This design comes from an exercise in tuning for small area on the open sky130 flow, not from production work. Only simulation tests tie the RTL to the original design; equivalence was not proved.

## flow/design.v (module list and top-level ports; edited modules follow where they fit)
// module acf_tree_sq: 579 lines
// module acf_tree_mul: 647 lines
// module acf_sub: 201 lines
// module acf_fa: 10 lines
// module acf_ha: 9 lines
// module acf_xn: 7 lines
// module acf_or: 7 lines
// module acf_hac: 9 lines
// module autocorrelation_top: 214 lines
module autocorrelation_top (
    input  logic               iClock,
    input  logic               rst_n,
    input  logic               sample_valid,
    input  acf_pkg::sample_t   sample,
    output logic               coef_valid,
    output acf_pkg::acf_coef_t coef,
    output logic               block_done,
    output logic               overrun
);
  // ...
==> flow/run.sh <==
#!/bin/bash
# synth_recipe.tcl (not shown) runs the flow's synth.tcl, then flattens the netlist and writes it again
# the make line also repeats each setting of config.mk as NAME=value (left out here)
make -C /OpenROAD-flow-scripts/flow DESIGN_CONFIG=/design/flow/config.mk WORK_HOME=/design/flow/orfs CLKGATE_MAP_FILE= SYNTH_SCRIPT=/design/flow/synth_recipe.tcl finish
==> flow/config.mk <==
export PLATFORM = sky130hd
export DESIGN_NAME = autocorrelation_top
export DESIGN_NICKNAME = autocorrelation_top
export VERILOG_FILES = /design/flow/design.v
export SDC_FILE = /design/flow/constraint.sdc
export NUM_CORES = 4
export LEC_CHECK = 0
export CAP_MARGIN = 20
export CORE_MARGIN = 2
export CORE_UTILIZATION = 40
export CTS_CLUSTER_DIAMETER = 90
export CTS_CLUSTER_SIZE = 24
export SLEW_MARGIN = 20
export SYNTH_HIERARCHICAL = 1
export SYNTH_MINIMUM_KEEP_SIZE = 0
==> flow/constraint.sdc <==
create_clock -name core_clock -period 7.5 [get_ports {iClock}]
set_input_delay 1.5000 -clock core_clock [delete_from_list [all_inputs] [get_ports {iClock}]]
set_output_delay 1.5000 -clock core_clock [all_outputs]
set_load 0.01 [all_outputs]
==> run summary, run 1 <==
Status
The run finished with no timing, DRC or antenna violations.

Finish
The area used by multi-input combinational logic is ~37,000 µm². The number of fillers in the final layout is about 13k. The repair_antennas step left the layout with diodes totalling 0. The net count reported at finish is approximately 6.0k. Of the total standard cell area in the layout, the sequential portion is between 20% and 30%. The final-layout clock buffer total is 46.

GRT
The number of antenna violations at the first check in global routing came to 8. Global routing used about a quarter of the available tracks.

Routing
In the routed design, unresolved DRC markers number 0. The routed design uses 14.2 mm of met3 wire. The total vias in the final route is roughly 40k. The top routing layer in use is met5.

Yosys
Synthesis produced a netlist whose cell count is roughly 5.2k.

Clock tree
The number of gates resized after CTS was 1. Clock-pin slew was measured on the worst setup and hold paths at around 100 ps. The CTS tree is built. The CTS sink count is 570.

The H-tree generated during clock tree synthesis spans 2 levels.

Timing
Setup violations remaining at the end of the flow were counted as 0. Setup repair after global routing left no endpoint under its margin. The smallest clock period supported by the final layout is computed as 7260 ps. The worst path uses between 90% and 100% of the clock period.

Critical path
The worst reg-to-reg setup slack is 340 ps. Of all nets on the critical path, the largest fanout is 37. The type of element capturing the critical path is a primary output. The worst setup path is launched from a register. The capture instance of the worst register-to-register path is hn4[36].

The delay of the slowest cell on the worst path is between 700 and 800 ps. The worst setup path is of the reg2out kind. The number of buffers and inverters on the critical path is 4.

Walking the worst path, the cells encountered are inv_1 -> ha_1 -> buf_4 -> a222oi_1 -> o21ai_0 -> mux2_2 -> nand3b_1 -> nor2_2 -> nand4_2 -> or3_1 -> o21ai_0 -> buf_4 -> o21ai_0 -> clkdlybuf4s50_1. On the critical path, the stage with the largest delay is an instance of sky130_fd_sc_hd__a222oi_1. The number of cells traversed by the worst register-to-register path is 19.

Placed design
After detailed placement, the total cell area comes to between 50,000 and 60,000 µm². Before CTS, the worst setup slack after placement is between 300 and 400 ps. The wire-length estimate of the detail-placed layout is approximately 130 mm. Routability-driven placement finished with a final weighted congestion of roughly 0.95.

Floorplanning
The die covers ~140,000 µm². In this run the count of I/O pins placed on the die edge is 101.

Worst hold path
The terminating pin of the worst hold path is q[1]. The min-delay analysis places its worst path in the category reg2reg.
==> module acf_tree_mul, before the edit <==
module acf_tree_mul (
    input  logic [7:0] one,
    input  logic [7:0] two,
    input  logic [7:0] neg,
    input  logic [15:0] h,
    input  logic [36:0] accn,
    output logic [36:0] accn_next
);
    logic w1;
    logic w2;
    logic w4;
    logic w5;
    logic w7;
    logic w8;
    logic w10;
    logic w11;
    logic w12;
    logic w14;
    logic w15;
    logic w17;
    logic w18;
    logic w20;
    logic w21;
    logic w23;
    logic w24;
    logic w26;
    logic w27;
    logic w29;
    logic w30;
    logic w32;
    logic w33;
    logic w35;
    logic w36;
    logic w38;
    logic w39;
    logic w41;
    logic w42;
    logic w44;
    logic w45;
    logic w47;
    logic w48;
    logic w50;
    logic w51;
    logic w53;
    logic w54;
    logic w56;
    logic w57;
    logic w59;
    logic w60;
    logic w62;
    logic w63;
    logic w65;
    logic w66;
    logic w68;
    logic w69;
    logic w71;
    logic w72;
    logic w74;
    logic w75;
    logic w77;
    logic w78;
    logic w80;
    logic w81;
    logic w83;
    logic w84;
    logic w86;
    logic w87;
    logic w89;
    logic w90;
    logic w92;
    logic w93;
    logic w95;
    logic w96;
    logic w98;
    logic w99;
    logic w101;
    logic w102;
    logic w104;
    logic w105;
    logic w107;
    logic w108;
    logic w110;
    logic w111;
    logic w113;
    logic w114;
    logic w116;
    logic w117;
    logic w118;
    logic w120;
    logic w121;
    logic w123;
    logic w124;
    logic w126;
    logic w127;
    logic w129;
    logic w130;
    logic w132;
    logic w133;
    logic w135;
    logic w136;
    logic w138;
    logic w139;
    logic w141;
    logic w142;
    logic w144;
    logic w145;
    logic w147;
    logic w148;
    logic w150;
    logic w151;
    logic w153;
    logic w154;
    logic w156;
    logic w157;
    logic w159;
    logic w160;
    logic w162;
    logic w163;
    logic w165;
    logic w166;
    logic w168;
    logic w169;
    logic w171;
    logic w172;
    logic w174;
    logic w175;
    logic w177;
    logic w178;
    logic w180;
    logic w181;
    logic w183;
    logic w184;
    logic w186;
    logic w187;
    logic w189;
    logic w190;
    logic w192;
    logic w193;
    logic w195;
    logic w196;
    logic w198;
    logic w199;
    logic w201;
    logic w202;
    logic w204;
    logic w205;
    logic w207;
    logic w208;
    logic w210;
    logic w211;
    logic w213;
    logic w214;
    logic w216;
    logic w217;
    logic w219;
    logic w220;
    logic w222;
    logic w223;
    logic w225;
    logic w226;
    logic w228;
    logic w229;
    logic w231;
    logic w232;
    logic w234;
    logic w235;
    logic w237;
    logic w238;
    logic w240;
    logic w241;
    logic w243;
    logic w244;
    logic w246;
    logic w247;
    logic w248;
    logic w250;
    logic w251;
    logic w253;
    logic w254;
    logic w256;
    logic w257;
    logic w259;
    logic w260;
    logic w262;
    logic w263;
    logic w265;
    logic w266;
    logic w268;
    logic w269;
    logic w271;
    logic w272;
    logic w274;
    logic w275;
    logic w277;
    logic w278;
    logic w280;
    logic w281;
    logic w283;
    logic w284;
    logic w286;
    logic w287;
    logic w289;
    logic w290;
    logic w292;
    logic w293;
    logic w295;
    logic w296;
    logic w298;
    logic w299;
    logic w301;
    logic w302;
    logic w304;
    logic w305;
    logic w307;
    logic w308;
    logic w310;
    logic w311;
    logic w313;
    logic w314;
    logic w316;
    logic w317;
    logic w319;
    logic w320;
    logic w322;
    logic w323;
    logic w325;
    logic w326;
    logic w328;
    logic w329;
    logic w330;
    logic w332;
    logic w333;
    logic w335;
    logic w336;
    logic w338;
    logic w339;
    logic w341;
    logic w342;
    logic w344;
    logic w345;
    logic w347;
    logic w348;
    logic w350;
    logic w351;
    logic w353;
    logic w354;
    logic w356;
    logic w357;
    logic w359;
    logic w360;
    logic w362;
    logic w363;
    logic w365;
    logic w366;
    logic w368;
    logic w369;
    logic w371;
    logic w372;
    logic w374;
    logic w375;
    logic w377;
    logic w378;
    logic w380;
    logic w381;
    logic w383;
    logic w384;
    logic w386;
    logic w387;
    logic w389;
    logic w390;
    logic w392;
    logic w393;
    logic w395;
    logic w396;
    logic w398;
    logic w399;
    logic w401;
    logic w402;
    logic w404;
    logic w405;
    logic w407;
    logic w408;
    logic w410;
    logic w411;
    logic w413;
    logic w414;
    logic w416;
    logic w417;
    logic w419;
    logic w420;
    logic w422;
    logic w423;
    logic w424;
    logic w425;
    logic w426;
    logic w427;
    logic [36:0] r0, r1;
    acf_hac u3 (.a(accn[14]), .b(~(((one[0] & h[14]) | (two[0] & h[13])) ^ neg[0])), .s(w1), .co(w2));
    acf_hac u6 (.a(accn[15]), .b(~(((one[0] & h[15]) | (two[0] & h[14])) ^ neg[0])), .s(w4), .co(w5));
    acf_ha u9 (.a(accn[16]), .b((((one[0] & h[15]) | (two[0] & h[15])) ^ neg[0])), .s(w7), .co(w8));
    assign w10 = ~(accn[17]);
    acf_hac u13 (.a(accn[8]), .b(~(((one[0] & h[8]) | (two[0] & h[7])) ^ neg[0])), .s(w11), .co(w12));
    acf_hac u16 (.a(accn[9]), .b(~(((one[0] & h[9]) | (two[0] & h[8])) ^ neg[0])), .s(w14), .co(w15));
    acf_fa u19 (.a(accn[10]), .b(~(((one[0] & h[10]) | (two[0] & h[9])) ^ neg[0])), .c(~(((one[1] & h[8]) | (two[1] & h[7])) ^ neg[1])), .s(w17), .co(w18));
    acf_hac u22 (.a(~(((one[2] & h[6]) | (two[2] & h[5])) ^ neg[2])), .b(~(((one[3] & h[4]) | (two[3] & h[3])) ^ neg[3])), .s(w20), .co(w21));
    acf_fa u25 (.a(accn[11]), .b(~(((one[0] & h[11]) | (two[0] & h[10])) ^ neg[0])), .c(~(((one[1] & h[9]) | (two[1] & h[8])) ^ neg[1])), .s(w23), .co(w24));
    acf_hac u28 (.a(~(((one[2] & h[7]) | (two[2] & h[6])) ^ neg[2])), .b(~(((one[3] & h[5]) | (two[3] & h[4])) ^ neg[3])), .s(w26), .co(w27));
    acf_fa u31 (.a(accn[12]), .b(~(((one[0] & h[12]) | (two[0] & h[11])) ^ neg[0])), .c(~(((one[1] & h[10]) | (two[1] & h[9])) ^ neg[1])), .s(w29), .co(w30));
    acf_fa u34 (.a(~(((one[2] & h[8]) | (two[2] & h[7])) ^ neg[2])), .b(~(((one[3] & h[6]) | (two[3] & h[5])) ^ neg[3])), .c(~(((one[4] & h[4]) | (two[4] & h[3])) ^ neg[4])), .s(w32), .co(w33));
    acf_hac u37 (.a(~(((one[5] & h[2]) | (two[5] & h[1])) ^ neg[5])), .b(~((one[6] & h[0]) ^ neg[6])), .s(w35), .co(w36));
    acf_fa u40 (.a(accn[13]), .b(~(((one[0] & h[13]) | (two[0] & h[12])) ^ neg[0])), .c(~(((one[1] & h[11]) | (two[1] & h[10])) ^ neg[1])), .s(w38), .co(w39));
    acf_fa u43 (.a(~(((one[2] & h[9]) | (two[2] & h[8])) ^ neg[2])), .b(~(((one[3] & h[7]) | (two[3] & h[6])) ^ neg[3])), .c(~(((one[4] & h[5]) | (two[4] & h[4])) ^ neg[4])), .s(w41), .co(w42));
    acf_hac u46 (.a(~(((one[5] & h[3]) | (two[5] & h[2])) ^ neg[5])), .b(~(((one[6] & h[1]) | (two[6] & h[0])) ^ neg[6])), .s(w44), .co(w45));
    acf_fa u49 (.a(~(((one[1] & h[12]) | (two[1] & h[11])) ^ neg[1])), .b(~(((one[2] & h[10]) | (two[2] & h[9])) ^ neg[2])), .c(~(((one[3] & h[8]) | (two[3] & h[7])) ^ neg[3])), .s(w47), .co(w48));
    acf_fa u52 (.a(~(((one[4] & h[6]) | (two[4] & h[5])) ^ neg[4])), .b(~(((one[5] & h[4]) | (two[5] & h[3])) ^ neg[5])), .c(~(((one[6] & h[2]) | (two[6] & h[1])) ^ neg[6])), .s(w50), .co(w51));
    acf_fa u55 (.a(~((one[7] & h[0]) ^ neg[7])), .b(~neg[7]), .c(w1), .s(w53), .co(w54));
    acf_fa u58 (.a(~(((one[1] & h[13]) | (two[1] & h[12])) ^ neg[1])), .b(~(((one[2] & h[11]) | (two[2] & h[10])) ^ neg[2])), .c(~(((one[3] & h[9]) | (two[3] & h[8])) ^ neg[3])), .s(w56), .co(w57));
    acf_fa u61 (.a(~(((one[4] & h[7]) | (two[4] & h[6])) ^ neg[4])), .b(~(((one[5] & h[5]) | (two[5] & h[4])) ^ neg[5])), .c(~(((one[6] & h[3]) | (two[6] & h[2])) ^ neg[6])), .s(w59), .co(w60));
    acf_fa u64 (.a(~(((one[7] & h[1]) | (two[7] & h[0])) ^ neg[7])), .b(w2), .c(w4), .s(w62), .co(w63));
    acf_fa u67 (.a(~(((one[1] & h[14]) | (two[1] & h[13])) ^ neg[1])), .b(~(((one[2] & h[12]) | (two[2] & h[11])) ^ neg[2])), .c(~(((one[3] & h[10]) | (two[3] & h[9])) ^ neg[3])), .s(w65), .co(w66));
    acf_fa u70 (.a(~(((one[4] & h[8]) | (two[4] & h[7])) ^ neg[4])), .b(~(((one[5] & h[6]) | (two[5] & h[5])) ^ neg[5])), .c(~(((one[6] & h[4]) | (two[6] & h[3])) ^ neg[6])), .s(w68), .co(w69));
    acf_fa u73 (.a(~(((one[7] & h[2]) | (two[7] & h[1])) ^ neg[7])), .b(w5), .c(w7), .s(w71), .co(w72));
    acf_fa u76 (.a(~(((one[1] & h[15]) | (two[1] & h[14])) ^ neg[1])), .b(~(((one[2] & h[13]) | (two[2] & h[12])) ^ neg[2])), .c(~(((one[3] & h[11]) | (two[3] & h[10])) ^ neg[3])), .s(w74), .co(w75));
    acf_fa u79 (.a(~(((one[4] & h[9]) | (two[4] & h[8])) ^ neg[4])), .b(~(((one[5] & h[7]) | (two[5] & h[6])) ^ neg[5])), .c(~(((one[6] & h[5]) | (two[6] & h[4])) ^ neg[6])), .s(w77), .co(w78));
    acf_fa u82 (.a(~(((one[7] & h[3]) | (two[7] & h[2])) ^ neg[7])), .b(w8), .c(w10), .s(w80), .co(w81));
    acf_fa u85 (.a(accn[18]), .b((((one[1] & h[15]) | (two[1] & h[15])) ^ neg[1])), .c(~(((one[2] & h[14]) | (two[2] & h[13])) ^ neg[2])), .s(w83), .co(w84));
    acf_fa u88 (.a(~(((one[3] & h[12]) | (two[3] & h[11])) ^ neg[3])), .b(~(((one[4] & h[10]) | (two[4] & h[9])) ^ neg[4])), .c(~(((one[5] & h[8]) | (two[5] & h[7])) ^ neg[5])), .s(w86), .co(w87));
    acf_fa u91 (.a(~(((one[6] & h[6]) | (two[6] & h[5])) ^ neg[6])), .b(~(((one[7] & h[4]) | (two[7] & h[3])) ^ neg[7])), .c(accn[17]), .s(w89), .co(w90));
    acf_ha u94 (.a(accn[19]), .b(~(((one[2] & h[15]) | (two[2] & h[14])) ^ neg[2])), .s(w92), .co(w93));
    acf_fa u97 (.a(~(((one[3] & h[13]) | (two[3] & h[12])) ^ neg[3])), .b(~(((one[4] & h[11]) | (two[4] & h[10])) ^ neg[4])), .c(~(((one[5] & h[9]) | (two[5] & h[8])) ^ neg[5])), .s(w95), .co(w96));
    acf_hac u100 (.a(~(((one[6] & h[7]) | (two[6] & h[6])) ^ neg[6])), .b(~(((one[7] & h[5]) | (two[7] & h[4])) ^ neg[7])), .s(w98), .co(w99));
    acf_fa u103 (.a(accn[20]), .b((((one[2] & h[15]) | (two[2] & h[15])) ^ neg[2])), .c(~(((one[3] & h[14]) | (two[3] & h[13])) ^ neg[3])), .s(w101), .co(w102));
    acf_fa u106 (.a(~(((one[4] & h[12]) | (two[4] & h[11])) ^ neg[4])), .b(~(((one[5] & h[10]) | (two[5] & h[9])) ^ neg[5])), .c(~(((one[6] & h[8]) | (two[6] & h[7])) ^ neg[6])), .s(w104), .co(w105));
    acf_ha u109 (.a(accn[21]), .b(~(((one[3] & h[15]) | (two[3] & h[14])) ^ neg[3])), .s(w107), .co(w108));
    acf_hac u112 (.a(~(((one[4] & h[13]) | (two[4] & h[12])) ^ neg[4])), .b(~(((one[5] & h[11]) | (two[5] & h[10])) ^ neg[5])), .s(w110), .co(w111));
    acf_fa u115 (.a(accn[22]), .b((((one[3] & h[15]) | (two[3] & h[15])) ^ neg[3])), .c(~(((one[4] & h[14]) | (two[4] & h[13])) ^ neg[4])), .s(w113), .co(w114));
    assign w116 = ~(accn[23]);
    acf_hac u119 (.a(accn[4]), .b(~(((one[0] & h[4]) | (two[0] & h[3])) ^ neg[0])), .s(w117), .co(w118));
    acf_hac u122 (.a(accn[5]), .b(~(((one[0] & h[5]) | (two[0] & h[4])) ^ neg[0])), .s(w120), .co(w121));
    acf_fa u125 (.a(accn[6]), .b(~(((one[0] & h[6]) | (two[0] & h[5])) ^ neg[0])), .c(~(((one[1] & h[4]) | (two[1] & h[3])) ^ neg[1])), .s(w123), .co(w124));
    acf_hac u128 (.a(~(((one[2] & h[2]) | (two[2] & h[1])) ^ neg[2])), .b(~((one[3] & h[0]) ^ neg[3])), .s(w126), .co(w127));
    acf_fa u131 (.a(accn[7]), .b(~(((one[0] & h[7]) | (two[0] & h[6])) ^ neg[0])), .c(~(((one[1] & h[5]) | (two[1] & h[4])) ^ neg[1])), .s(w129), .co(w130));
    acf_hac u134 (.a(~(((one[2] & h[3]) | (two[2] & h[2])) ^ neg[2])), .b(~(((one[3] & h[1]) | (two[3] & h[0])) ^ neg[3])), .s(w132), .co(w133));
    acf_fa u137 (.a(~(((one[1] & h[6]) | (two[1] & h[5])) ^ neg[1])), .b(~(((one[2] & h[4]) | (two[2] & h[3])) ^ neg[2])), .c(~(((one[3] & h[2]) | (two[3] & h[1])) ^ neg[3])), .s(w135), .co(w136));
    acf_fa u140 (.a(~((one[4] & h[0]) ^ neg[4])), .b(~neg[4]), .c(w11), .s(w138), .co(w139));
    acf_fa u143 (.a(~(((one[1] & h[7]) | (two[1] & h[6])) ^ neg[1])), .b(~(((one[2] & h[5]) | (two[2] & h[4])) ^ neg[2])), .c(~(((one[3] & h[3]) | (two[3] & h[2])) ^ neg[3])), .s(w141), .co(w142));
    acf_fa u146 (.a(~(((one[4] & h[1]) | (two[4] & h[0])) ^ neg[4])), .b(w12), .c(w14), .s(w144), .co(w145));
    acf_fa u149 (.a(~(((one[4] & h[2]) | (two[4] & h[1])) ^ neg[4])), .b(~((one[5] & h[0]) ^ neg[5])), .c(~neg[5]), .s(w147), .co(w148));
    acf_fa u152 (.a(w15), .b(w17), .c(w20), .s(w150), .co(w151));
    acf_fa u155 (.a(~(((one[4] & h[3]) | (two[4] & h[2])) ^ neg[4])), .b(~(((one[5] & h[1]) | (two[5] & h[0])) ^ neg[5])), .c(w18), .s(w153), .co(w154));
    acf_fa u158 (.a(w21), .b(w23), .c(w26), .s(w156), .co(w157));
    acf_fa u161 (.a(~neg[6]), .b(w24), .c(w27), .s(w159), .co(w160));
    acf_fa u164 (.a(w29), .b(w32), .c(w35), .s(w162), .co(w163));
    acf_fa u167 (.a(w30), .b(w33), .c(w36), .s(w165), .co(w166));
    acf_fa u170 (.a(w38), .b(w41), .c(w44), .s(w168), .co(w169));
    acf_fa u173 (.a(w39), .b(w42), .c(w45), .s(w171), .co(w172));
    acf_fa u176 (.a(w47), .b(w50), .c(w53), .s(w174), .co(w175));
    acf_fa u179 (.a(w48), .b(w51), .c(w54), .s(w177), .co(w178));
    acf_fa u182 (.a(w56), .b(w59), .c(w62), .s(w180), .co(w181));
    acf_fa u185 (.a(w57), .b(w60), .c(w63), .s(w183), .co(w184));
    acf_fa u188 (.a(w65), .b(w68), .c(w71), .s(w186), .co(w187));
    acf_fa u191 (.a(w66), .b(w69), .c(w72), .s(w189), .co(w190));
    acf_fa u194 (.a(w74), .b(w77), .c(w80), .s(w192), .co(w193));
    acf_fa u197 (.a(w75), .b(w78), .c(w81), .s(w195), .co(w196));
    acf_fa u200 (.a(w83), .b(w86), .c(w89), .s(w198), .co(w199));
    acf_fa u203 (.a(w84), .b(w87), .c(w90), .s(w201), .co(w202));
    acf_fa u206 (.a(w92), .b(w95), .c(w98), .s(w204), .co(w205));
    acf_fa u209 (.a(~(((one[7] & h[6]) | (two[7] & h[5])) ^ neg[7])), .b(w93), .c(w96), .s(w207), .co(w208));
    acf_fa u212 (.a(w99), .b(w101), .c(w104), .s(w210), .co(w211));
    acf_fa u215 (.a(~(((one[6] & h[9]) | (two[6] & h[8])) ^ neg[6])), .b(~(((one[7] & h[7]) | (two[7] & h[6])) ^ neg[7])), .c(w102), .s(w213), .co(w214));
    acf_fa u218 (.a(w105), .b(w107), .c(w110), .s(w216), .co(w217));
    acf_fa u221 (.a(~(((one[5] & h[12]) | (two[5] & h[11])) ^ neg[5])), .b(~(((one[6] & h[10]) | (two[6] & h[9])) ^ neg[6])), .c(~(((one[7] & h[8]) | (two[7] & h[7])) ^ neg[7])), .s(w219), .co(w220));
    acf_fa u224 (.a(w108), .b(w111), .c(w113), .s(w222), .co(w223));
    acf_fa u227 (.a(~(((one[4] & h[15]) | (two[4] & h[14])) ^ neg[4])), .b(~(((one[5] & h[13]) | (two[5] & h[12])) ^ neg[5])), .c(~(((one[6] & h[11]) | (two[6] & h[10])) ^ neg[6])), .s(w225), .co(w226));
    acf_fa u230 (.a(~(((one[7] & h[9]) | (two[7] & h[8])) ^ neg[7])), .b(w114), .c(w116), .s(w228), .co(w229));
    acf_fa u233 (.a(accn[24]), .b((((one[4] & h[15]) | (two[4] & h[15])) ^ neg[4])), .c(~(((one[5] & h[14]) | (two[5] & h[13])) ^ neg[5])), .s(w231), .co(w232));
    acf_fa u236 (.a(~(((one[6] & h[12]) | (two[6] & h[11])) ^ neg[6])), .b(~(((one[7] & h[10]) | (two[7] & h[9])) ^ neg[7])), .c(accn[23]), .s(w234), .co(w235));
    acf_ha u239 (.a(accn[25]), .b(~(((one[5] & h[15]) | (two[5] & h[14])) ^ neg[5])), .s(w237), .co(w238));
    acf_hac u242 (.a(~(((one[6] & h[13]) | (two[6] & h[12])) ^ neg[6])), .b(~(((one[7] & h[11]) | (two[7] & h[10])) ^ neg[7])), .s(w240), .co(w241));
    acf_fa u245 (.a(accn[26]), .b((((one[5] & h[15]) | (two[5] & h[15])) ^ neg[5])), .c(~(((one[6] & h[14]) | (two[6] & h[13])) ^ neg[6])), .s(w243), .co(w244));
    assign w246 = ~(accn[27]);
    acf_hac u249 (.a(accn[2]), .b(~(((one[0] & h[2]) | (two[0] & h[1])) ^ neg[0])), .s(w247), .co(w248));
    acf_hac u252 (.a(accn[3]), .b(~(((one[0] & h[3]) | (two[0] & h[2])) ^ neg[0])), .s(w250), .co(w251));
    acf_fa u255 (.a(~(((one[1] & h[2]) | (two[1] & h[1])) ^ neg[1])), .b(~((one[2] & h[0]) ^ neg[2])), .c(~neg[2]), .s(w253), .co(w254));
    acf_fa u258 (.a(~(((one[1] & h[3]) | (two[1] & h[2])) ^ neg[1])), .b(~(((one[2] & h[1]) | (two[2] & h[0])) ^ neg[2])), .c(w118), .s(w256), .co(w257));
    acf_fa u261 (.a(~neg[3]), .b(w121), .c(w123), .s(w259), .co(w260));
    acf_fa u264 (.a(w124), .b(w127), .c(w129), .s(w262), .co(w263));
    acf_fa u267 (.a(w130), .b(w133), .c(w135), .s(w265), .co(w266));
    acf_fa u270 (.a(w136), .b(w139), .c(w141), .s(w268), .co(w269));
    acf_fa u273 (.a(w142), .b(w145), .c(w147), .s(w271), .co(w272));
    acf_fa u276 (.a(w148), .b(w151), .c(w153), .s(w274), .co(w275));
    acf_fa u279 (.a(w154), .b(w157), .c(w159), .s(w277), .co(w278));
    acf_fa u282 (.a(w160), .b(w163), .c(w165), .s(w280), .co(w281));
    acf_fa u285 (.a(w166), .b(w169), .c(w171), .s(w283), .co(w284));
    acf_fa u288 (.a(w172), .b(w175), .c(w177), .s(w286), .co(w287));
    acf_fa u291 (.a(w178), .b(w181), .c(w183), .s(w289), .co(w290));
    acf_fa u294 (.a(w184), .b(w187), .c(w189), .s(w292), .co(w293));
    acf_fa u297 (.a(w190), .b(w193), .c(w195), .s(w295), .co(w296));
    acf_fa u300 (.a(w196), .b(w199), .c(w201), .s(w298), .co(w299));
    acf_fa u303 (.a(w202), .b(w205), .c(w207), .s(w301), .co(w302));
    acf_fa u306 (.a(w208), .b(w211), .c(w213), .s(w304), .co(w305));
    acf_fa u309 (.a(w214), .b(w217), .c(w219), .s(w307), .co(w308));
    acf_fa u312 (.a(w220), .b(w223), .c(w225), .s(w310), .co(w311));
    acf_fa u315 (.a(w226), .b(w229), .c(w231), .s(w313), .co(w314));
    acf_fa u318 (.a(w232), .b(w235), .c(w237), .s(w316), .co(w317));
    acf_fa u321 (.a(~(((one[7] & h[12]) | (two[7] & h[11])) ^ neg[7])), .b(w238), .c(w241), .s(w319), .co(w320));
    acf_fa u324 (.a(~(((one[6] & h[15]) | (two[6] & h[14])) ^ neg[6])), .b(~(((one[7] & h[13]) | (two[7] & h[12])) ^ neg[7])), .c(w244), .s(w322), .co(w323));
    acf_fa u327 (.a(accn[28]), .b((((one[6] & h[15]) | (two[6] & h[15])) ^ neg[6])), .c(~(((one[7] & h[14]) | (two[7] & h[13])) ^ neg[7])), .s(w325), .co(w326));
    assign w328 = ~(accn[29]);
    acf_hac u331 (.a(accn[0]), .b(~((one[0] & h[0]) ^ neg[0])), .s(w329), .co(w330));
    acf_hac u334 (.a(accn[1]), .b(~(((one[0] & h[1]) | (two[0] & h[0])) ^ neg[0])), .s(w332), .co(w333));
    acf_fa u337 (.a(~((one[1] & h[0]) ^ neg[1])), .b(~neg[1]), .c(w247), .s(w335), .co(w336));
    acf_fa u340 (.a(~(((one[1] & h[1]) | (two[1] & h[0])) ^ neg[1])), .b(w248), .c(w250), .s(w338), .co(w339));
    acf_fa u343 (.a(w117), .b(w251), .c(w253), .s(w341), .co(w342));
    acf_fa u346 (.a(w120), .b(w254), .c(w256), .s(w344), .co(w345));
    acf_fa u349 (.a(w126), .b(w257), .c(w259), .s(w347), .co(w348));
    acf_fa u352 (.a(w132), .b(w260), .c(w262), .s(w350), .co(w351));
    acf_fa u355 (.a(w138), .b(w263), .c(w265), .s(w353), .co(w354));
    acf_fa u358 (.a(w144), .b(w266), .c(w268), .s(w356), .co(w357));
    acf_fa u361 (.a(w150), .b(w269), .c(w271), .s(w359), .co(w360));
    acf_fa u364 (.a(w156), .b(w272), .c(w274), .s(w362), .co(w363));
    acf_fa u367 (.a(w162), .b(w275), .c(w277), .s(w365), .co(w366));
    acf_fa u370 (.a(w168), .b(w278), .c(w280), .s(w368), .co(w369));
    acf_fa u373 (.a(w174), .b(w281), .c(w283), .s(w371), .co(w372));
    acf_fa u376 (.a(w180), .b(w284), .c(w286), .s(w374), .co(w375));
    acf_fa u379 (.a(w186), .b(w287), .c(w289), .s(w377), .co(w378));
    acf_fa u382 (.a(w192), .b(w290), .c(w292), .s(w380), .co(w381));
    acf_fa u385 (.a(w198), .b(w293), .c(w295), .s(w383), .co(w384));
    acf_fa u388 (.a(w204), .b(w296), .c(w298), .s(w386), .co(w387));
    acf_fa u391 (.a(w210), .b(w299), .c(w301), .s(w389), .co(w390));
    acf_fa u394 (.a(w216), .b(w302), .c(w304), .s(w392), .co(w393));
    acf_fa u397 (.a(w222), .b(w305), .c(w307), .s(w395), .co(w396));
    acf_fa u400 (.a(w228), .b(w308), .c(w310), .s(w398), .co(w399));
    acf_fa u403 (.a(w234), .b(w311), .c(w313), .s(w401), .co(w402));
    acf_fa u406 (.a(w240), .b(w314), .c(w316), .s(w404), .co(w405));
    acf_fa u409 (.a(w243), .b(w317), .c(w319), .s(w407), .co(w408));
    acf_fa u412 (.a(w246), .b(w320), .c(w322), .s(w410), .co(w411));
    acf_fa u415 (.a(accn[27]), .b(w323), .c(w325), .s(w413), .co(w414));
    acf_fa u418 (.a(~(((one[7] & h[15]) | (two[7] & h[14])) ^ neg[7])), .b(w326), .c(w328), .s(w416), .co(w417));
    acf_fa u421 (.a(accn[30]), .b((((one[7] & h[15]) | (two[7] & h[15])) ^ neg[7])), .c(accn[29]), .s(w419), .co(w420));
    assign w422 = ~(accn[31]);
    assign w423 = ~(accn[32]);
    assign w424 = ~(accn[33]);
    assign w425 = ~(accn[34]);
    assign w426 = ~(accn[35]);
    assign w427 = ~(accn[36]);
    assign r0 = {accn[35], accn[34], accn[33], accn[32], accn[31], w420, w417, w414, w411, w408, w405, w402, w399, w396, w393, w390, w387, w384, w381, w378, w375, w372, w369, w366, w363, w360, w357, w354, w351, w348, w345, w342, w339, w336, w333, w330, ~neg[0]};
    assign r1 = {w427, w426, w425, w424, w423, w422, w419, w416, w413, w410, w407, w404, w401, w398, w395, w392, w389, w386, w383, w380, w377, w374, w371, w368, w365, w362, w359, w356, w353, w350, w347, w344, w341, w338, w335, w332, w329};
    logic [7:0] sr;
    logic [36:0] g, p, c;
    assign g = r0 & r1;
    assign p = r0 ^ r1;
    logic [36:0] G0, P0;
    assign G0 = {g[36:1], g[0] | p[0]};
    assign P0 = p;
    acf_hac f0 (.a(r0[0]), .b(r1[0]), .s(sr[0]), .co(c[0]));
    acf_fa f1 (.a(r0[1]), .b(r1[1]), .c(c[0]), .s(sr[1]), .co(c[1]));
    acf_fa f2 (.a(r0[2]), .b(r1[2]), .c(c[1]), .s(sr[2]), .co(c[2]));
    acf_fa f3 (.a(r0[3]), .b(r1[3]), .c(c[2]), .s(sr[3]), .co(c[3]));
    acf_fa f4 (.a(r0[4]), .b(r1[4]), .c(c[3]), .s(sr[4]), .co(c[4]));
    acf_fa f5 (.a(r0[5]), .b(r1[5]), .c(c[4]), .s(sr[5]), .co(c[5]));
    acf_fa f6 (.a(r0[6]), .b(r1[6]), .c(c[5]), .s(sr[6]), .co(c[6]));
    acf_fa f7 (.a(r0[7]), .b(r1[7]), .c(c[6]), .s(sr[7]), .co(c[7]));
    logic Gh1_8, Ph1_8;
    assign Gh1_8 = G0[8] | (P0[8] & c[7]);
    assign Ph1_8 = P0[8] & 1'b0;
    logic Gh1_10, Ph1_10;
    assign Gh1_10 = G0[10] | (P0[10] & G0[9]);
    assign Ph1_10 = P0[10] & P0[9];
    logic Gh1_12, Ph1_12;
    assign Gh1_12 = G0[12] | (P0[12] & G0[11]);
    assign Ph1_12 = P0[12] & P0[11];
    logic Gh1_14, Ph1_14;
    assign Gh1_14 = G0[14] | (P0[14] & G0[13]);
    assign Ph1_14 = P0[14] & P0[13];
    logic Gh1_16, Ph1_16;
    assign Gh1_16 = G0[16] | (P0[16] & G0[15]);
    assign Ph1_16 = P0[16] & P0[15];
    logic Gh1_18, Ph1_18;
    assign Gh1_18 = G0[18] | (P0[18] & G0[17]);
    assign Ph1_18 = P0[18] & P0[17];
    logic Gh1_20, Ph1_20;
    assign Gh1_20 = G0[20] | (P0[20] & G0[19]);
    assign Ph1_20 = P0[20] & P0[19];
    logic Gh1_22, Ph1_22;
    assign Gh1_22 = G0[22] | (P0[22] & G0[21]);
    assign Ph1_22 = P0[22] & P0[21];
    logic Gh1_24, Ph1_24;
    assign Gh1_24 = G0[24] | (P0[24] & G0[23]);
    assign Ph1_24 = P0[24] & P0[23];
    logic Gh1_26, Ph1_26;
    assign Gh1_26 = G0[26] | (P0[26] & G0[25]);
    assign Ph1_26 = P0[26] & P0[25];
    logic Gh1_28, Ph1_28;
    assign Gh1_28 = G0[28] | (P0[28] & G0[27]);
    assign Ph1_28 = P0[28] & P0[27];
    logic Gh1_30, Ph1_30;
    assign Gh1_30 = G0[30] | (P0[30] & G0[29]);
    assign Ph1_30 = P0[30] & P0[29];
    logic Gh1_32, Ph1_32;
    assign Gh1_32 = G0[32] | (P0[32] & G0[31]);
    assign Ph1_32 = P0[32] & P0[31];
    logic Gh1_34, Ph1_34;
    assign Gh1_34 = G0[34] | (P0[34] & G0[33]);
    assign Ph1_34 = P0[34] & P0[33];
    logic Gh1_36, Ph1_36;
    assign Gh1_36 = G0[36] | (P0[36] & G0[35]);
    assign Ph1_36 = P0[36] & P0[35];
    logic Gh2_10, Ph2_10;
    assign Gh2_10 = Gh1_10 | (Ph1_10 & Gh1_8);
    assign Ph2_10 = Ph1_10 & Ph1_8;
    logic Gh2_14, Ph2_14;
    assign Gh2_14 = Gh1_14 | (Ph1_14 & Gh1_12);
    assign Ph2_14 = Ph1_14 & Ph1_12;
    logic Gh2_18, Ph2_18;
    assign Gh2_18 = Gh1_18 | (Ph1_18 & Gh1_16);
    assign Ph2_18 = Ph1_18 & Ph1_16;
    logic Gh2_22, Ph2_22;
    assign Gh2_22 = Gh1_22 | (Ph1_22 & Gh1_20);
    assign Ph2_22 = Ph1_22 & Ph1_20;
    logic Gh2_26, Ph2_26;
    assign Gh2_26 = Gh1_26 | (Ph1_26 & Gh1_24);
    assign Ph2_26 = Ph1_26 & Ph1_24;
    logic Gh2_30, Ph2_30;
    assign Gh2_30 = Gh1_30 | (Ph1_30 & Gh1_28);
    assign Ph2_30 = Ph1_30 & Ph1_28;
    logic Gh2_34, Ph2_34;
    assign Gh2_34 = Gh1_34 | (Ph1_34 & Gh1_32);
    assign Ph2_34 = Ph1_34 & Ph1_32;
    logic Gh3_14, Ph3_14;
    assign Gh3_14 = Gh2_14 | (Ph2_14 & Gh2_10);
    assign Ph3_14 = Ph2_14 & Ph2_10;
    logic Gh3_22, Ph3_22;
    assign Gh3_22 = Gh2_22 | (Ph2_22 & Gh2_18);
    assign Ph3_22 = Ph2_22 & Ph2_18;
    logic Gh3_30, Ph3_30;
    assign Gh3_30 = Gh2_30 | (Ph2_30 & Gh2_26);
    assign Ph3_30 = Ph2_30 & Ph2_26;
    logic Gh4_22, Ph4_22;
    assign Gh4_22 = Gh3_22 | (Ph3_22 & Gh3_14);
    assign Ph4_22 = Ph3_22 & Ph3_14;
    logic Gh7_30, Ph7_30;
    assign Gh7_30 = Gh3_30 | (Ph3_30 & Gh4_22);
    assign Ph7_30 = Ph3_30 & Ph4_22;
    logic Gh8_18, Ph8_18;
    assign Gh8_18 = Gh2_18 | (Ph2_18 & Gh3_14);
    assign Ph8_18 = Ph2_18 & Ph3_14;
    logic Gh8_26, Ph8_26;
    assign Gh8_26 = Gh2_26 | (Ph2_26 & Gh4_22);
    assign Ph8_26 = Ph2_26 & Ph4_22;
    logic Gh8_34, Ph8_34;
    assign Gh8_34 = Gh2_34 | (Ph2_34 & Gh7_30);
    assign Ph8_34 = Ph2_34 & Ph7_30;
    logic Gh9_12, Ph9_12;
    assign Gh9_12 = Gh1_12 | (Ph1_12 & Gh2_10);
    assign Ph9_12 = Ph1_12 & Ph2_10;
    logic Gh9_16, Ph9_16;
    assign Gh9_16 = Gh1_16 | (Ph1_16 & Gh3_14);
    assign Ph9_16 = Ph1_16 & Ph3_14;
    logic Gh9_20, Ph9_20;
    assign Gh9_20 = Gh1_20 | (Ph1_20 & Gh8_18);
    assign Ph9_20 = Ph1_20 & Ph8_18;
    logic Gh9_24, Ph9_24;
    assign Gh9_24 = Gh1_24 | (Ph1_24 & Gh4_22);
    assign Ph9_24 = Ph1_24 & Ph4_22;
    logic Gh9_28, Ph9_28;
    assign Gh9_28 = Gh1_28 | (Ph1_28 & Gh8_26);
    assign Ph9_28 = Ph1_28 & Ph8_26;
    logic Gh9_32, Ph9_32;
    assign Gh9_32 = Gh1_32 | (Ph1_32 & Gh7_30);
    assign Ph9_32 = Ph1_32 & Ph7_30;
    logic Gh9_36, Ph9_36;
    assign Gh9_36 = Gh1_36 | (Ph1_36 & Gh8_34);
    assign Ph9_36 = Ph1_36 & Ph8_34;
    logic Gh10_9, Ph10_9;
    assign Gh10_9 = G0[9] | (P0[9] & Gh1_8);
    assign Ph10_9 = P0[9] & Ph1_8;
    logic Gh10_11, Ph10_11;
    assign Gh10_11 = G0[11] | (P0[11] & Gh2_10);
    assign Ph10_11 = P0[11] & Ph2_10;
    logic Gh10_13, Ph10_13;
    assign Gh10_13 = G0[13] | (P0[13] & Gh9_12);
    assign Ph10_13 = P0[13] & Ph9_12;
    logic Gh10_15, Ph10_15;
    assign Gh10_15 = G0[15] | (P0[15] & Gh3_14);
    assign Ph10_15 = P0[15] & Ph3_14;
    logic Gh10_17, Ph10_17;
    assign Gh10_17 = G0[17] | (P0[17] & Gh9_16);
    assign Ph10_17 = P0[17] & Ph9_16;
    logic Gh10_19, Ph10_19;
    assign Gh10_19 = G0[19] | (P0[19] & Gh8_18);
    assign Ph10_19 = P0[19] & Ph8_18;
    logic Gh10_21, Ph10_21;
    assign Gh10_21 = G0[21] | (P0[21] & Gh9_20);
    assign Ph10_21 = P0[21] & Ph9_20;
    logic Gh10_23, Ph10_23;
    assign Gh10_23 = G0[23] | (P0[23] & Gh4_22);
    assign Ph10_23 = P0[23] & Ph4_22;
    logic Gh10_25, Ph10_25;
    assign Gh10_25 = G0[25] | (P0[25] & Gh9_24);
    assign Ph10_25 = P0[25] & Ph9_24;
    logic Gh10_27, Ph10_27;
    assign Gh10_27 = G0[27] | (P0[27] & Gh8_26);
    assign Ph10_27 = P0[27] & Ph8_26;
    logic Gh10_29, Ph10_29;
    assign Gh10_29 = G0[29] | (P0[29] & Gh9_28);
    assign Ph10_29 = P0[29] & Ph9_28;
    logic Gh10_31, Ph10_31;
    assign Gh10_31 = G0[31] | (P0[31] & Gh7_30);
    assign Ph10_31 = P0[31] & Ph7_30;
    logic Gh10_33, Ph10_33;
    assign Gh10_33 = G0[33] | (P0[33] & Gh9_32);
    assign Ph10_33 = P0[33] & Ph9_32;
    logic Gh10_35, Ph10_35;
    assign Gh10_35 = G0[35] | (P0[35] & Gh8_34);
    assign Ph10_35 = P0[35] & Ph8_34;
    assign c[8] = Gh1_8;
    assign c[9] = Gh10_9;
    assign c[10] = Gh2_10;
    assign c[11] = Gh10_11;
    assign c[12] = Gh9_12;
    assign c[13] = Gh10_13;
    assign c[14] = Gh3_14;
    assign c[15] = Gh10_15;
    assign c[16] = Gh9_16;
    assign c[17] = Gh10_17;
    assign c[18] = Gh8_18;
    assign c[19] = Gh10_19;
    assign c[20] = Gh9_20;
    assign c[21] = Gh10_21;
    assign c[22] = Gh4_22;
    assign c[23] = Gh10_23;
    assign c[24] = Gh9_24;
    assign c[25] = Gh10_25;
    assign c[26] = Gh8_26;
    assign c[27] = Gh10_27;
    assign c[28] = Gh9_28;
    assign c[29] = Gh10_29;
    assign c[30] = Gh7_30;
    assign c[31] = Gh10_31;
    assign c[32] = Gh9_32;
    assign c[33] = Gh10_33;
    assign c[34] = Gh8_34;
    assign c[35] = Gh10_35;
    assign c[36] = Gh9_36;
    assign accn_next = {~(p[36:8] ^ c[35:7]), sr};
endmodule
==> inputs of run 2 (changes only) <==
--- a/flow/design.v
+++ b/flow/design.v
@@ -1049,7 +1049,7 @@
     assign w427 = ~(accn[36]);
     assign r0 = {accn[35], accn[34], accn[33], accn[32], accn[31], w420, w417, w414, w411, w408, w405, w402, w399, w396, w393, w390, w387, w384, w381, w378, w375, w372, w369, w366, w363, w360, w357, w354, w351, w348, w345, w342, w339, w336, w333, w330, ~neg[0]};
     assign r1 = {w427, w426, w425, w424, w423, w422, w419, w416, w413, w410, w407, w404, w401, w398, w395, w392, w389, w386, w383, w380, w377, w374, w371, w368, w365, w362, w359, w356, w353, w350, w347, w344, w341, w338, w335, w332, w329};
-    logic [7:0] sr;
+    logic [3:0] sr;
     logic [36:0] g, p, c;
     assign g = r0 & r1;
     assign p = r0 ^ r1;
@@ -1060,13 +1060,15 @@
     acf_fa f1 (.a(r0[1]), .b(r1[1]), .c(c[0]), .s(sr[1]), .co(c[1]));
     acf_fa f2 (.a(r0[2]), .b(r1[2]), .c(c[1]), .s(sr[2]), .co(c[2]));
     acf_fa f3 (.a(r0[3]), .b(r1[3]), .c(c[2]), .s(sr[3]), .co(c[3]));
-    acf_fa f4 (.a(r0[4]), .b(r1[4]), .c(c[3]), .s(sr[4]), .co(c[4]));
-    acf_fa f5 (.a(r0[5]), .b(r1[5]), .c(c[4]), .s(sr[5]), .co(c[5]));
-    acf_fa f6 (.a(r0[6]), .b(r1[6]), .c(c[5]), .s(sr[6]), .co(c[6]));
-    acf_fa f7 (.a(r0[7]), .b(r1[7]), .c(c[6]), .s(sr[7]), .co(c[7]));
+    logic Gh1_4, Ph1_4;
+    assign Gh1_4 = G0[4] | (P0[4] & c[3]);
+    assign Ph1_4 = P0[4] & 1'b0;
+    logic Gh1_6, Ph1_6;
+    assign Gh1_6 = G0[6] | (P0[6] & G0[5]);
+    assign Ph1_6 = P0[6] & P0[5];
     logic Gh1_8, Ph1_8;
-    assign Gh1_8 = G0[8] | (P0[8] & c[7]);
-    assign Ph1_8 = P0[8] & 1'b0;
+    assign Gh1_8 = G0[8] | (P0[8] & G0[7]);
+    assign Ph1_8 = P0[8] & P0[7];
     logic Gh1_10, Ph1_10;
     assign Gh1_10 = G0[10] | (P0[10] & G0[9]);
     assign Ph1_10 = P0[10] & P0[9];
@@ -1109,6 +1111,9 @@
     logic Gh1_36, Ph1_36;
     assign Gh1_36 = G0[36] | (P0[36] & G0[35]);
     assign Ph1_36 = P0[36] & P0[35];
+    logic Gh2_6, Ph2_6;
+    assign Gh2_6 = Gh1_6 | (Ph1_6 & Gh1_4);
+    assign Ph2_6 = Ph1_6 & Ph1_4;
     logic Gh2_10, Ph2_10;
     assign Gh2_10 = Gh1_10 | (Ph1_10 & Gh1_8);
     assign Ph2_10 = Ph1_10 & Ph1_8;
@@ -1130,123 +1135,145 @@
     logic Gh2_34, Ph2_34;
     assign Gh2_34 = Gh1_34 | (Ph1_34 & Gh1_32);
     assign Ph2_34 = Ph1_34 & Ph1_32;
-    logic Gh3_14, Ph3_14;
-    assign Gh3_14 = Gh2_14 | (Ph2_14 & Gh2_10);
-    assign Ph3_14 = Ph2_14 & Ph2_10;
-    logic Gh3_22, Ph3_22;
-    assign Gh3_22 = Gh2_22 | (Ph2_22 & Gh2_18);
-    assign Ph3_22 = Ph2_22 & Ph2_18;
-    logic Gh3_30, Ph3_30;
-    assign Gh3_30 = Gh2_30 | (Ph2_30 & Gh2_26);
-    assign Ph3_30 = Ph2_30 & Ph2_26;
-    logic Gh4_22, Ph4_22;
-    assign Gh4_22 = Gh3_22 | (Ph3_22 & Gh3_14);
-    assign Ph4_22 = Ph3_22 & Ph3_14;
-    logic Gh7_30, Ph7_30;
-    assign Gh7_30 = Gh3_30 | (Ph3_30 & Gh4_22);
-    assign Ph7_30 = Ph3_30 & Ph4_22;
-    logic Gh8_18, Ph8_18;
-    assign Gh8_18 = Gh2_18 | (Ph2_18 & Gh3_14);
-    assign Ph8_18 = Ph2_18 & Ph3_14;
-    logic Gh8_26, Ph8_26;
-    assign Gh8_26 = Gh2_26 | (Ph2_26 & Gh4_22);
-    assign Ph8_26 = Ph2_26 & Ph4_22;
-    logic Gh8_34, Ph8_34;
-    assign Gh8_34 = Gh2_34 | (Ph2_34 & Gh7_30);
-    assign Ph8_34 = Ph2_34 & Ph7_30;
-    logic Gh9_12, Ph9_12;
-    assign Gh9_12 = Gh1_12 | (Ph1_12 & Gh2_10);
-    assign Ph9_12 = Ph1_12 & Ph2_10;
-    logic Gh9_16, Ph9_16;
-    assign Gh9_16 = Gh1_16 | (Ph1_16 & Gh3_14);
-    assign Ph9_16 = Ph1_16 & Ph3_14;
-    logic Gh9_20, Ph9_20;
-    assign Gh9_20 = Gh1_20 | (Ph1_20 & Gh8_18);
-    assign Ph9_20 = Ph1_20 & Ph8_18;
-    logic Gh9_24, Ph9_24;
-    assign Gh9_24 = Gh1_24 | (Ph1_24 & Gh4_22);
-    assign Ph9_24 = Ph1_24 & Ph4_22;
-    logic Gh9_28, Ph9_28;
-    assign Gh9_28 = Gh1_28 | (Ph1_28 & Gh8_26);
-    assign Ph9_28 = Ph1_28 & Ph8_26;
-    logic Gh9_32, Ph9_32;
-    assign Gh9_32 = Gh1_32 | (Ph1_32 & Gh7_30);
-    assign Ph9_32 = Ph1_32 & Ph7_30;
-    logic Gh9_36, Ph9_36;
-    assign Gh9_36 = Gh1_36 | (Ph1_36 & Gh8_34);
-    assign Ph9_36 = Ph1_36 & Ph8_34;
-    logic Gh10_9, Ph10_9;
-    assign Gh10_9 = G0[9] | (P0[9] & Gh1_8);
-    assign Ph10_9 = P0[9] & Ph1_8;
-    logic Gh10_11, Ph10_11;
-    assign Gh10_11 = G0[11] | (P0[11] & Gh2_10);
-    assign Ph10_11 = P0[11] & Ph2_10;
-    logic Gh10_13, Ph10_13;
-    assign Gh10_13 = G0[13] | (P0[13] & Gh9_12);
-    assign Ph10_13 = P0[13] & Ph9_12;
-    logic Gh10_15, Ph10_15;
-    assign Gh10_15 = G0[15] | (P0[15] & Gh3_14);
-    assign Ph10_15 = P0[15] & Ph3_14;
-    logic Gh10_17, Ph10_17;
-    assign Gh10_17 = G0[17] | (P0[17] & Gh9_16);
-    assign Ph10_17 = P0[17] & Ph9_16;
-    logic Gh10_19, Ph10_19;
-    assign Gh10_19 = G0[19] | (P0[19] & Gh8_18);
-    assign Ph10_19 = P0[19] & Ph8_18;
-    logic Gh10_21, Ph10_21;
-    assign Gh10_21 = G0[21] | (P0[21] & Gh9_20);
-    assign Ph10_21 = P0[21] & Ph9_20;
-    logic Gh10_23, Ph10_23;
-    assign Gh10_23 = G0[23] | (P0[23] & Gh4_22);
-    assign Ph10_23 = P0[23] & Ph4_22;
-    logic Gh10_25, Ph10_25;
-    assign Gh10_25 = G0[25] | (P0[25] & Gh9_24);
-    assign Ph10_25 = P0[25] & Ph9_24;
-    logic Gh10_27, Ph10_27;
-    assign Gh10_27 = G0[27] | (P0[27] & Gh8_26);
-    assign Ph10_27 = P0[27] & Ph8_26;
-    logic Gh10_29, Ph10_29;
-    assign Gh10_29 = G0[29] | (P0[29] & Gh9_28);
-    assign Ph10_29 = P0[29] & Ph9_28;
-    logic Gh10_31, Ph10_31;
-    assign Gh10_31 = G0[31] | (P0[31] & Gh7_30);
-    assign Ph10_31 = P0[31] & Ph7_30;
-    logic Gh10_33, Ph10_33;
-    assign Gh10_33 = G0[33] | (P0[33] & Gh9_32);
-    assign Ph10_33 = P0[33] & Ph9_32;
-    logic Gh10_35, Ph10_35;
-    assign Gh10_35 = G0[35] | (P0[35] & Gh8_34);
-    assign Ph10_35 = P0[35] & Ph8_34;
-    assign c[8] = Gh1_8;
-    assign c[9] = Gh10_9;
-    assign c[10] = Gh2_10;
-    assign c[11] = Gh10_11;
-    assign c[12] = Gh9_12;
-    assign c[13] = Gh10_13;
-    assign c[14] = Gh3_14;
-    assign c[15] = Gh10_15;
-    assign c[16] = Gh9_16;
-    assign c[17] = Gh10_17;
-    assign c[18] = Gh8_18;
-    assign c[19] = Gh10_19;
-    assign c[20] = Gh9_20;
-    assign c[21] = Gh10_21;
-    assign c[22] = Gh4_22;
-    assign c[23] = Gh10_23;
-    assign c[24] = Gh9_24;
-    assign c[25] = Gh10_25;
-    assign c[26] = Gh8_26;
-    assign c[27] = Gh10_27;
-    assign c[28] = Gh9_28;
-    assign c[29] = Gh10_29;
-    assign c[30] = Gh7_30;
-    assign c[31] = Gh10_31;
-    assign c[32] = Gh9_32;
-    assign c[33] = Gh10_33;
-    assign c[34] = Gh8_34;
-    assign c[35] = Gh10_35;
-    assign c[36] = Gh9_36;
-    assign accn_next = {~(p[36:8] ^ c[35:7]), sr};
+    logic Gh3_10, Ph3_10;
+    assign Gh3_10 = Gh2_10 | (Ph2_10 & Gh2_6);
+    assign Ph3_10 = Ph2_10 & Ph2_6;
+    logic Gh3_18, Ph3_18;
+    assign Gh3_18 = Gh2_18 | (Ph2_18 & Gh2_14);
+    assign Ph3_18 = Ph2_18 & Ph2_14;
+    logic Gh3_26, Ph3_26;
+    assign Gh3_26 = Gh2_26 | (Ph2_26 & Gh2_22);
+    assign Ph3_26 = Ph2_26 & Ph2_22;
+    logic Gh3_34, Ph3_34;
+    assign Gh3_34 = Gh2_34 | (Ph2_34 & Gh2_30);
+    assign Ph3_34 = Ph2_34 & Ph2_30;
+    logic Gh4_18, Ph4_18;
+    assign Gh4_18 = Gh3_18 | (Ph3_18 & Gh3_10);
+    assign Ph4_18 = Ph3_18 & Ph3_10;
+    logic Gh4_34, Ph4_34;
+    assign Gh4_34 = Gh3_34 | (Ph3_34 & Gh3_26);
+    assign Ph4_34 = Ph3_34 & Ph3_26;
+    logic Gh5_34, Ph5_34;
+    assign Gh5_34 = Gh4_34 | (Ph4_34 & Gh4_18);
+    assign Ph5_34 = Ph4_34 & Ph4_18;
+    logic Gh9_26, Ph9_26;
+    assign Gh9_26 = Gh3_26 | (Ph3_26 & Gh4_18);
+    assign Ph9_26 = Ph3_26 & Ph4_18;
+    logic Gh10_14, Ph10_14;
+    assign Gh10_14 = Gh2_14 | (Ph2_14 & Gh3_10);
+    assign Ph10_14 = Ph2_14 & Ph3_10;
+    logic Gh10_22, Ph10_22;
+    assign Gh10_22 = Gh2_22 | (Ph2_22 & Gh4_18);
+    assign Ph10_22 = Ph2_22 & Ph4_18;
+    logic Gh10_30, Ph10_30;
+    assign Gh10_30 = Gh2_30 | (Ph2_30 & Gh9_26);
+    assign Ph10_30 = Ph2_30 & Ph9_26;
+    logic Gh11_8, Ph11_8;
+    assign Gh11_8 = Gh1_8 | (Ph1_8 & Gh2_6);
+    assign Ph11_8 = Ph1_8 & Ph2_6;
+    logic Gh11_12, Ph11_12;
+    assign Gh11_12 = Gh1_12 | (Ph1_12 & Gh3_10);
+    assign Ph11_12 = Ph1_12 & Ph3_10;
+    logic Gh11_16, Ph11_16;
+    assign Gh11_16 = Gh1_16 | (Ph1_16 & Gh10_14);
+    assign Ph11_16 = Ph1_16 & Ph10_14;
+    logic Gh11_20, Ph11_20;
+    assign Gh11_20 = Gh1_20 | (Ph1_20 & Gh4_18);
+    assign Ph11_20 = Ph1_20 & Ph4_18;
+    logic Gh11_24, Ph11_24;
+    assign Gh11_24 = Gh1_24 | (Ph1_24 & Gh10_22);
+    assign Ph11_24 = Ph1_24 & Ph10_22;
+    logic Gh11_28, Ph11_28;
+    assign Gh11_28 = Gh1_28 | (Ph1_28 & Gh9_26);
+    assign Ph11_28 = Ph1_28 & Ph9_26;
+    logic Gh11_32, Ph11_32;
+    assign Gh11_32 = Gh1_32 | (Ph1_32 & Gh10_30);
+    assign Ph11_32 = Ph1_32 & Ph10_30;
+    logic Gh11_36, Ph11_36;
+    assign Gh11_36 = Gh1_36 | (Ph1_36 & Gh5_34);
+    assign Ph11_36 = Ph1_36 & Ph5_34;
+    logic Gh12_5, Ph12_5;
+    assign Gh12_5 = G0[5] | (P0[5] & Gh1_4);
+    assign Ph12_5 = P0[5] & Ph1_4;
+    logic Gh12_7, Ph12_7;
+    assign Gh12_7 = G0[7] | (P0[7] & Gh2_6);
+    assign Ph12_7 = P0[7] & Ph2_6;
+    logic Gh12_9, Ph12_9;
+    assign Gh12_9 = G0[9] | (P0[9] & Gh11_8);
+    assign Ph12_9 = P0[9] & Ph11_8;
+    logic Gh12_11, Ph12_11;
+    assign Gh12_11 = G0[11] | (P0[11] & Gh3_10);
+    assign Ph12_11 = P0[11] & Ph3_10;
+    logic Gh12_13, Ph12_13;
+    assign Gh12_13 = G0[13] | (P0[13] & Gh11_12);
+    assign Ph12_13 = P0[13] & Ph11_12;
+    logic Gh12_15, Ph12_15;
+    assign Gh12_15 = G0[15] | (P0[15] & Gh10_14);
+    assign Ph12_15 = P0[15] & Ph10_14;
+    logic Gh12_17, Ph12_17;
+    assign Gh12_17 = G0[17] | (P0[17] & Gh11_16);
+    assign Ph12_17 = P0[17] & Ph11_16;
+    logic Gh12_19, Ph12_19;
+    assign Gh12_19 = G0[19] | (P0[19] & Gh4_18);
+    assign Ph12_19 = P0[19] & Ph4_18;
+    logic Gh12_21, Ph12_21;
+    assign Gh12_21 = G0[21] | (P0[21] & Gh11_20);
+    assign Ph12_21 = P0[21] & Ph11_20;
+    logic Gh12_23, Ph12_23;
+    assign Gh12_23 = G0[23] | (P0[23] & Gh10_22);
+    assign Ph12_23 = P0[23] & Ph10_22;
+    logic Gh12_25, Ph12_25;
+    assign Gh12_25 = G0[25] | (P0[25] & Gh11_24);
+    assign Ph12_25 = P0[25] & Ph11_24;
+    logic Gh12_27, Ph12_27;
+    assign Gh12_27 = G0[27] | (P0[27] & Gh9_26);
+    assign Ph12_27 = P0[27] & Ph9_26;
+    logic Gh12_29, Ph12_29;
+    assign Gh12_29 = G0[29] | (P0[29] & Gh11_28);
+    assign Ph12_29 = P0[29] & Ph11_28;
+    logic Gh12_31, Ph12_31;
+    assign Gh12_31 = G0[31] | (P0[31] & Gh10_30);
+    assign Ph12_31 = P0[31] & Ph10_30;
+    logic Gh12_33, Ph12_33;
+    assign Gh12_33 = G0[33] | (P0[33] & Gh11_32);
+    assign Ph12_33 = P0[33] & Ph11_32;
+    logic Gh12_35, Ph12_35;
+    assign Gh12_35 = G0[35] | (P0[35] & Gh5_34);
+    assign Ph12_35 = P0[35] & Ph5_34;
+    assign c[4] = Gh1_4;
+    assign c[5] = Gh12_5;
+    assign c[6] = Gh2_6;
+    assign c[7] = Gh12_7;
+    assign c[8] = Gh11_8;
+    assign c[9] = Gh12_9;
+    assign c[10] = Gh3_10;
+    assign c[11] = Gh12_11;
+    assign c[12] = Gh11_12;
+    assign c[13] = Gh12_13;
+    assign c[14] = Gh10_14;
+    assign c[15] = Gh12_15;
+    assign c[16] = Gh11_16;
+    assign c[17] = Gh12_17;
+    assign c[18] = Gh4_18;
+    assign c[19] = Gh12_19;
+    assign c[20] = Gh11_20;
+    assign c[21] = Gh12_21;
+    assign c[22] = Gh10_22;
+    assign c[23] = Gh12_23;
+    assign c[24] = Gh11_24;
+    assign c[25] = Gh12_25;
+    assign c[26] = Gh9_26;
+    assign c[27] = Gh12_27;
+    assign c[28] = Gh11_28;
+    assign c[29] = Gh12_29;
+    assign c[30] = Gh10_30;
+    assign c[31] = Gh12_31;
+    assign c[32] = Gh11_32;
+    assign c[33] = Gh12_33;
+    assign c[34] = Gh5_34;
+    assign c[35] = Gh12_35;
+    assign c[36] = Gh11_36;
+    assign accn_next = {~(p[36:4] ^ c[35:3]), sr};
 endmodule
 module acf_sub (
     input  logic [24:0] a,
@@ -1538,22 +1565,23 @@
         end
     end
     assign xg     = hnew ? x0 : '0;
-    localparam logic [36:0] MASK = 37'h00_0000_00FF;
+    localparam logic [36:0] MASK  = 37'h00_0000_00FF;
+    localparam logic [36:0] MASKL = 37'h00_0000_000F;
     assign basen0 = ~((accn0 ^ MASK) & {37{!aclr}});
-    assign basen1 = ~((accn1 ^ MASK) & {37{!aclr}});
-    assign basen2 = ~((accn2 ^ MASK) & {37{!aclr}});
-    assign basen3 = ~((accn3 ^ MASK) & {37{!aclr}});
-    assign basen4 = ~((accn4 ^ MASK) & {37{!aclr}});
+    assign basen1 = ~((accn1 ^ MASKL) & {37{!aclr}});
+    assign basen2 = ~((accn2 ^ MASKL) & {37{!aclr}});
+    assign basen3 = ~((accn3 ^ MASKL) & {37{!aclr}});
+    assign basen4 = ~((accn4 ^ MASKL) & {37{!aclr}});
     assign snap   = hnew && hlast;
     acf_tree_sq  t0 (.x(xg),          .accn(basen0), .accn_next(nxtn0));
     logic [7:0]  b_one, b_two, b_neg;
     logic [16:0] xe;
-    assign xe = {(sample_valid ? sample : 16'd0), 1'b0};
-    always_ff @(posedge iClock) begin
+    assign xe = {xg, 1'b0};
+    always_comb begin
         for (int i = 0; i < 8; i++) begin
-            b_one[i] <= xe[2*i+1] ^ xe[2*i];
-            b_two[i] <= (xe[2*i+2] & !xe[2*i+1] & !xe[2*i]) | (!xe[2*i+2] & xe[2*i+1] & xe[2*i]);
-            b_neg[i] <= xe[2*i+2];
+            b_one[i] = xe[2*i+1] ^ xe[2*i];
+            b_two[i] = (xe[2*i+2] & !xe[2*i+1] & !xe[2*i]) | (!xe[2*i+2] & xe[2*i+1] & xe[2*i]);
+            b_neg[i] = xe[2*i+2];
         end
     end
     acf_tree_mul t1 (.one(b_one), .two(b_two), .neg(b_neg), .h(x1), .accn(basen1), .accn_next(nxtn1));
@@ -1596,10 +1624,10 @@
     always_comb begin
         case (lag)
             3'd0:    cur = hn0 ^ MASK;
-            3'd1:    cur = hn1 ^ MASK;
-            3'd2:    cur = hn2 ^ MASK;
-            3'd3:    cur = hn3 ^ MASK;
-            default: cur = hn4 ^ MASK;
+            3'd1:    cur = hn1 ^ MASKL;
+            3'd2:    cur = hn2 ^ MASKL;
+            3'd3:    cur = hn3 ^ MASKL;
+            default: cur = hn4 ^ MASKL;
         endcase
     end
     assign neg  = (lag != 3'd0) && cur[36];
==> run 2 against run 1 <==
Net effect: still clean; routed wire length down 4.3%; via count shrank 2.6%; first-iteration DRC count shrank 8.3%; global-route usage is 0.94 points lower; setup slack improved by 180 ps; synthesized area decreased by 0.89%; sequential share of layout area decreased by 0.55 points; critical path type unchanged; highest routed layer unchanged.
==> run summary, run 2 <==
Status
Status: finished clean (unchanged).

Clock tree
The clock tree root driver cell is sky130_fd_sc_hd__clkbuf_16 (unchanged). The clock transition time at the flip-flop clock pins of the worst setup and hold paths is 90 ps (was 100 ps). The maximum clock path buffer count is 3 (unchanged). The CTS tree was built (unchanged). The number of H-tree branching levels came to 2 (unchanged). The latest clock arrival within the worst-skew pair is 640 ps (was 650 ps). The CTS sink count was 546 (was 570).

Timing
The part of the cycle the worst path needs came to 94.5% (was 96.9%). The post-layout minimum cycle time came to 7090 ps (was 7260 ps). Unrepaired setup endpoints after global routing: no (unchanged). The relative slew slack is 29.5% (was 23.6%).

The maximum clock frequency came to 0.141 GHz (was 0.138 GHz). The final number of hold-violating endpoints is 0 (unchanged). The number of failing setup endpoints in the final timing report is 0 (unchanged). The post-route clock skew is 33.6 ps (was 31.6 ps). The total negative slack was 0 ps (unchanged).

Routing
The number of vias per cell is 5.63 (was 5.71). The final routed wire length divided by cell count came to 23.9 µm (was 24.6 µm). The routed wire length came to 164 mm (was 171 mm). The number of design-rule violations left by the first detailed-router iteration was 4,032 (was 4,399). The iteration count of the initial detailed-routing pass is 11 (was 10). The residual DRC count was 0 (unchanged). The total vias in the final route came to 38.6k (was 39.6k).

The number of nets still failing antenna checks after routing is 0 (unchanged).

Floorplanning
The area inside the core boundary is 133,000 µm² (was 134,000 µm²). The site row count is 134 (unchanged). The height of the chip is 370 µm (was 371 µm). The I/O pin count is 101 (unchanged). The effective utilization at floorplan is 40.2% (was 40.4%). The die footprint is 137,000 µm² (was 138,000 µm²).

Placed design
The detailed placement HPWL came to 121 mm (was 129 mm). The number of I/O port buffers is 99 (unchanged). The last weighted congestion value of the routability-driven placer was 0.908 (was 0.947).

GRT
The total routing resource utilization after global routing was 23.9% (was 24.8%). The global-route wire length before repair is 249 mm (was 258 mm). The met1 layer usage reported by global route was 32.9% (was 34.4%). The number of global-route vias before repair is 40.0k (was 40.1k). The pin count of the biggest net entering global routing came to 74 (was 111). The number of antenna violations at the first check in global routing was 5 (was 8).

The global route total overflow is 0 (unchanged). The fraction of met3 tracks used by global routing is 4.42% (was 4.31%).

Critical path
The kind of critical path is reg2out (unchanged). The kind of start point of the critical path is a register (unchanged). The highest fanout seen on the critical path is 10 (was 37).

The reg-to-reg startpoint was x0[3] (was b_neg[0]). The launching element of the worst setup path was lag[0] (unchanged). The arrival time at the worst endpoint is 5590 ps (was 5760 ps).

The type of element capturing the critical path is a primary output (unchanged).

Worst hold path
The type of the worst min-delay path is reg2reg (unchanged). The startpoint of the worst hold path is q[0] (unchanged).

Yosys
The average cell area after synthesis came to 10.4 µm² (about the same). The post-synthesis cell count was 5,151 (was 5,198). The count of synthesis-stage warnings from yosys came to 7 (unchanged). The post-synth net total is 6,060 (was 6,099). The netlist area before placement is 53,500 µm² (was 54,000 µm²).

Finish
The fraction of layout instances using a drive strength above 1 is 7.42% (was 8.13%). The net count reported at finish is 5,963 (was 6,040). Leading cell types in the layout, fill and taps excluded: sky130_fd_sc_hd__xnor2_1, sky130_fd_sc_hd__fa_1, sky130_fd_sc_hd__nand2_1 (unchanged). The commonest non-fill, non-tap cell in the layout is sky130_fd_sc_hd__xnor2_1 (unchanged).

The area added between synthesis and finish was 7.93% (was 8.42%). The final standard cell utilization of the core was 43.4% (was 43.8%).

Run
The max capacitance violation total is 0 (unchanged).
run 2: timing repair:
item                                    in CTS  in global routing
endpoints found under the setup margin       7                 10
pin swaps                                    0                  1
gates resized for setup                      2                  6
hold buffers                                 0                  0
hold endpoints to repair                     0                  0
buffers inserted                             0                  2
run 2: worst max-delay path, cell delays in order, from the launching register on:
cell	delay (ps)
sky130_fd_sc_hd__dfrtp_1	450
sky130_fd_sc_hd__ha_1	230
sky130_fd_sc_hd__ha_2	250
sky130_fd_sc_hd__nor4_4	550
sky130_fd_sc_hd__o21ai_0	180
sky130_fd_sc_hd__o41a_1	180
sky130_fd_sc_hd__inv_2	160
sky130_fd_sc_hd__ha_1	270
sky130_fd_sc_hd__inv_1	100
sky130_fd_sc_hd__nor4_1	290
sky130_fd_sc_hd__a32oi_1	190
sky130_fd_sc_hd__nor4_4	410
sky130_fd_sc_hd__and4_1	340
sky130_fd_sc_hd__and3_2	290
sky130_fd_sc_hd__nand3_2	170
sky130_fd_sc_hd__o21ai_4	260
sky130_fd_sc_hd__o21ai_0	130
sky130_fd_sc_hd__clkdlybuf4s50_1	490
run 2: path summary, 6_finish.rpt:
path	to	slack [ps]	cells past startpoint
max in group asynchronous	aclr	5930	2
setup / recovery	coef[29]	410	17
setup reg to reg	hn3[36]	410	18
hold / removal	q[1]	330	0
min in group asynchronous	lag[1]	1240	2
hold reg to reg	q[1]	330	0
run 2: final cells by class:
class                      instances  area [µm²]
tap                             1768        2210
inverter                         391        1480
timing repair buffer             225        2130
clock buffer                      43         970
clock inverter                    27         308
fill                           12631       75400
antenna                            1        2.50
multi-input combinational       3852       36800
sequential                       546       13800
run 2: metrics by stage:
| step | hold slack (ps) | instance area [µm²] | worst slack [ps] | cells |
|---|---|---|---|---|
| after CTS | 313 | 57700 | 74.1 | 6850 |
| after detailed placement | 329 | 56400 | 471 | 6780 |
| after floorplan | 323 | 53500 | 530 | 5151 |
| after global routing | 326 | 57700 | 38.7 | 6852 |
| after global placement | 328 | 56400 | 607 | 6780 |
| final | 330 | 57700 | 411 | 6853 |
run 2: layer usage:
layer | vias up | part of all wire, %
li1 | 17110 | -
met1 | 19496 | 43
met2 | 1704 | 45
met3 | 276 | 8.0
met4 | 4 | 3.6
met5 | - | 0.017

[static timing again, ports no longer ideal]
How much do the figures lean on ideal ports? The routed layouts below were timed once more, with nothing changed but the port constraints.
Step 1, drivers: a clkbuf_16 drives iClock and a buf_2 each remaining input, both assumed.
Step 2 times the ports against the registers' clock, not the clock port: input delays grow and output delays shrink by t, the midpoint of the rising clock arrivals with the driver on.
a / b / c = ideal / step 1 / step 2; a / b = the first two.
run	t, ns	setup WS [ns]	clock arrival spread, ns	worst register clock-pin slew, ns	worst data-port slew with drivers (ns)
run 1	0.712	0.235 / 0.162 / 0.335	0.036 / 0.036	0.10 / 0.10	0.07
run 2	0.709	0.411 / 0.330 / 0.413	0.034 / 0.034	0.11 / 0.11	0.04
After both steps every run listed still meets setup and hold.
